From an optimization exercise on the open Yosys and OpenROAD flow, aimed at small area and a short achievable clock period; shortcuts taken in it are not production practice. In this exercise RTL edits were held to simulation tests only and were not proved equivalent to the original. Power is estimated from default activity; no workload was simulated.

## run A
## xgmii_rx_stats_top
module xgmii_rx_stats_top (
    input  logic          sys_clk,
    input  logic          sys_rst,
    input  logic [255:0]  xgmii_rxd,
    input  logic [31:0]   xgmii_rxc,
    input  logic          clear,
    output logic          sec_tick,
    output logic [63:0]   rx_pps,
    output logic [63:0]   rx_throughput,
    output logic [63:0]   rx_errors
);
    xgmii_rx_stats #(
        .NCH          (4),
        .CNT_W        (16),
        .TICKS_PER_SEC(50000),
        .MAX_LEN      (1518)
    ) u_stats (
        .sys_clk      (sys_clk),
        .sys_rst      (sys_rst),
        .xgmii_rxd    (xgmii_rxd),
        .xgmii_rxc    (xgmii_rxc),
        .clear        (clear),
        .sec_tick     (sec_tick),
        .rx_pps       (rx_pps),
        .rx_throughput(rx_throughput),
        .rx_errors    (rx_errors)
    );
endmodule
Settings: LEC_CHECK=0, CAP_MARGIN=20, CORE_MARGIN=2, CORE_UTILIZATION=50, CTS_CLUSTER_DIAMETER=100, CTS_CLUSTER_SIZE=24, SLEW_MARGIN=20; clock period 20.0 ns.
standard.sh (not shown) runs the stock make flow with config.mk's settings and CLKGATE_MAP_FILE= SYNTH_SCRIPT=/design/flow/synth_recipe.tcl, a recipe that flattens the netlist after the stock synthesis.
==> flow/flow/run.sh <==
#!/bin/bash
# The standard layout (standard.sh) with these changes:
#  - synthesis: the standard script (synth_recipe.tcl) with ABC run on
#    flow/map.abc instead of ORFS's speed script, and adders left to ABC
#    (no full-adder cell mapping); registers are mapped exactly as before;
#  - port buffers are plain buf_1 cells;
#  - timing repair aims SETUP_SLACK_MARGIN ns beyond the constraint.
set -euo pipefail
here=$(pwd)
export MY_ABC_SCRIPT=$here/flow/map.abc
export ADDER_MAP_FILE=
export BUFFER_PORTS_ARGS="-buffer_cell sky130_fd_sc_hd__buf_1"
export SETUP_SLACK_MARGIN=${SETUP_SLACK_MARGIN:-12}
sed "s#SYNTH_SCRIPT=[^ ]*#SYNTH_SCRIPT=$here/flow/synth.tcl#" standard.sh > standard_own.sh
grep -q "SYNTH_SCRIPT=$here/flow/synth.tcl" standard_own.sh
bash standard_own.sh > flow_make.log 2>&1
==> flow/flow/map.abc <==
strash
&get -n
&syn2
&dch -f
&nf
&put
buffer -c
upsize -c
dnsize -c
==> flow/flow/synth.tcl <==
proc synth {args} { yosys synth -nofsm -noshare {*}$args }
proc abc {args} {
  set i [lsearch -exact $args -script]
  if { $i >= 0 && [info exists ::env(MY_ABC_SCRIPT)] && $::env(MY_ABC_SCRIPT) ne "" } {
    lset args [expr { $i + 1 }] $::env(MY_ABC_SCRIPT)
  }
  yosys abc {*}$args
}
source $::env(SCRIPTS_DIR)/synth.tcl
# left out here: clear keep_hierarchy, flatten, clean up, hide names made inside functions, write 1_2_yosys.v
Run A was carried through to the last stage, and its layout satisfied the timing, design-rule and antenna checks.
For run B, these inputs were changed with respect to run A:
- changing CORE_UTILIZATION from 50 to 40
- changing CTS_CLUSTER_DIAMETER from 100 to 80
- changing CTS_CLUSTER_SIZE from 24 to 16
- setting CTS_BUF_LIST to sky130_fd_sc_hd__clkbuf_8 for the first time
--- outcome ---
Run A → run B: final period demand of the worst path lost 8.0 ps, wire length after detailed routing went down, clock-buffer cell count shows an increase of 6, setup skew after layout increased 9.3 ps.
Run A -> run B: per-cell routed wire length decreased by a few percent
When run B is set beside run A, its placement row count turns out to be 10 larger.
In the reports for run B and run A, the smaller total number of tap cells belongs to run A.
Edits applied to the flow inputs when going from run B to run C:
-- flow/flow/run.sh --
<<< run B, line 7
#  - timing repair aims SETUP_SLACK_MARGIN ns beyond the constraint.
>>> run C, line 7
#  - timing repair from CTS on aims 12 ns beyond the constraint.
<<< run B, line 13
export SETUP_SLACK_MARGIN=${SETUP_SLACK_MARGIN:-12}
>>> run C, line 13
<<< run B, line 16
bash standard_own.sh > flow_make.log 2>&1
>>> run C, line 15
# No margin before placement; the margin applies from CTS on.
SETUP_SLACK_MARGIN=0 bash standard_own.sh synth floorplan place > flow_make_1.log 2>&1
SETUP_SLACK_MARGIN=12 bash standard_own.sh > flow_make_2.log 2>&1
## What came out
Of the two candidates, run B has the better power and run C the worse one.
Power density of the placed cells grows slightly when moving from run B to run C.
Across both runs, clock network fraction of total power was higher for run C than for run B.
Looking at wire length, run C sits about 1.5% above run B.
From run B to run C, synthesized area did not move at all.
Worst-case hold slack: run B vs run C — no meaningful difference
Input changes introduced in run D (baseline for comparison: run C):
-- flow/flow/run.sh --
<<< run C, line 7
#  - timing repair from CTS on aims 12 ns beyond the constraint.
>>> run D, line 7
#  - timing repair aims SETUP_SLACK_MARGIN ns beyond the constraint.
<<< run C, line 13
>>> run D, line 13
export SETUP_SLACK_MARGIN=${SETUP_SLACK_MARGIN:-11.75}
<<< run C, line 15
# No margin before placement; the margin applies from CTS on.
SETUP_SLACK_MARGIN=0 bash standard_own.sh synth floorplan place > flow_make_1.log 2>&1
SETUP_SLACK_MARGIN=12 bash standard_own.sh > flow_make_2.log 2>&1
>>> run D, line 16
bash standard_own.sh > flow_make.log 2>&1
Results
Changes observed in run D relative to run C: power density normalized to cell area went up by 1.2%, post-layout worst setup margin went down by 130 ps, relative slew slack went up by 4.0 points.

afterwards: timing with drivers on the ports:
No port has a modelled driver above. Below, the same layouts with a new extraction and two added sets of constraints.
Step 1: set_driving_cell puts a clkbuf_16 on sys_clk and a buf_2 on each other input, an assumption about the parent block.
Step 2 times the ports against the registers' clock, not the clock port: input delays grow and output delays shrink by t, the midpoint of the rising clock arrivals with the driver on.
Slacks: no drivers / after step 1 / after step 2; pairs: no drivers / after step 1.
run | t (ns) | setup slack, ns | slew at the worst register clock pin (ns)
run A | 0.621 | 12.152 / 12.183 / 11.562 | 0.10 / 0.10
run B | 0.664 | 12.160 / 12.194 / 11.530 | 0.11 / 0.11
run C | 0.663 | 12.160 / 12.192 / 11.530 | 0.12 / 0.12
run D | 0.661 | 12.032 / 12.066 / 11.404 | 0.11 / 0.11
After both steps every run listed still meets setup and hold.
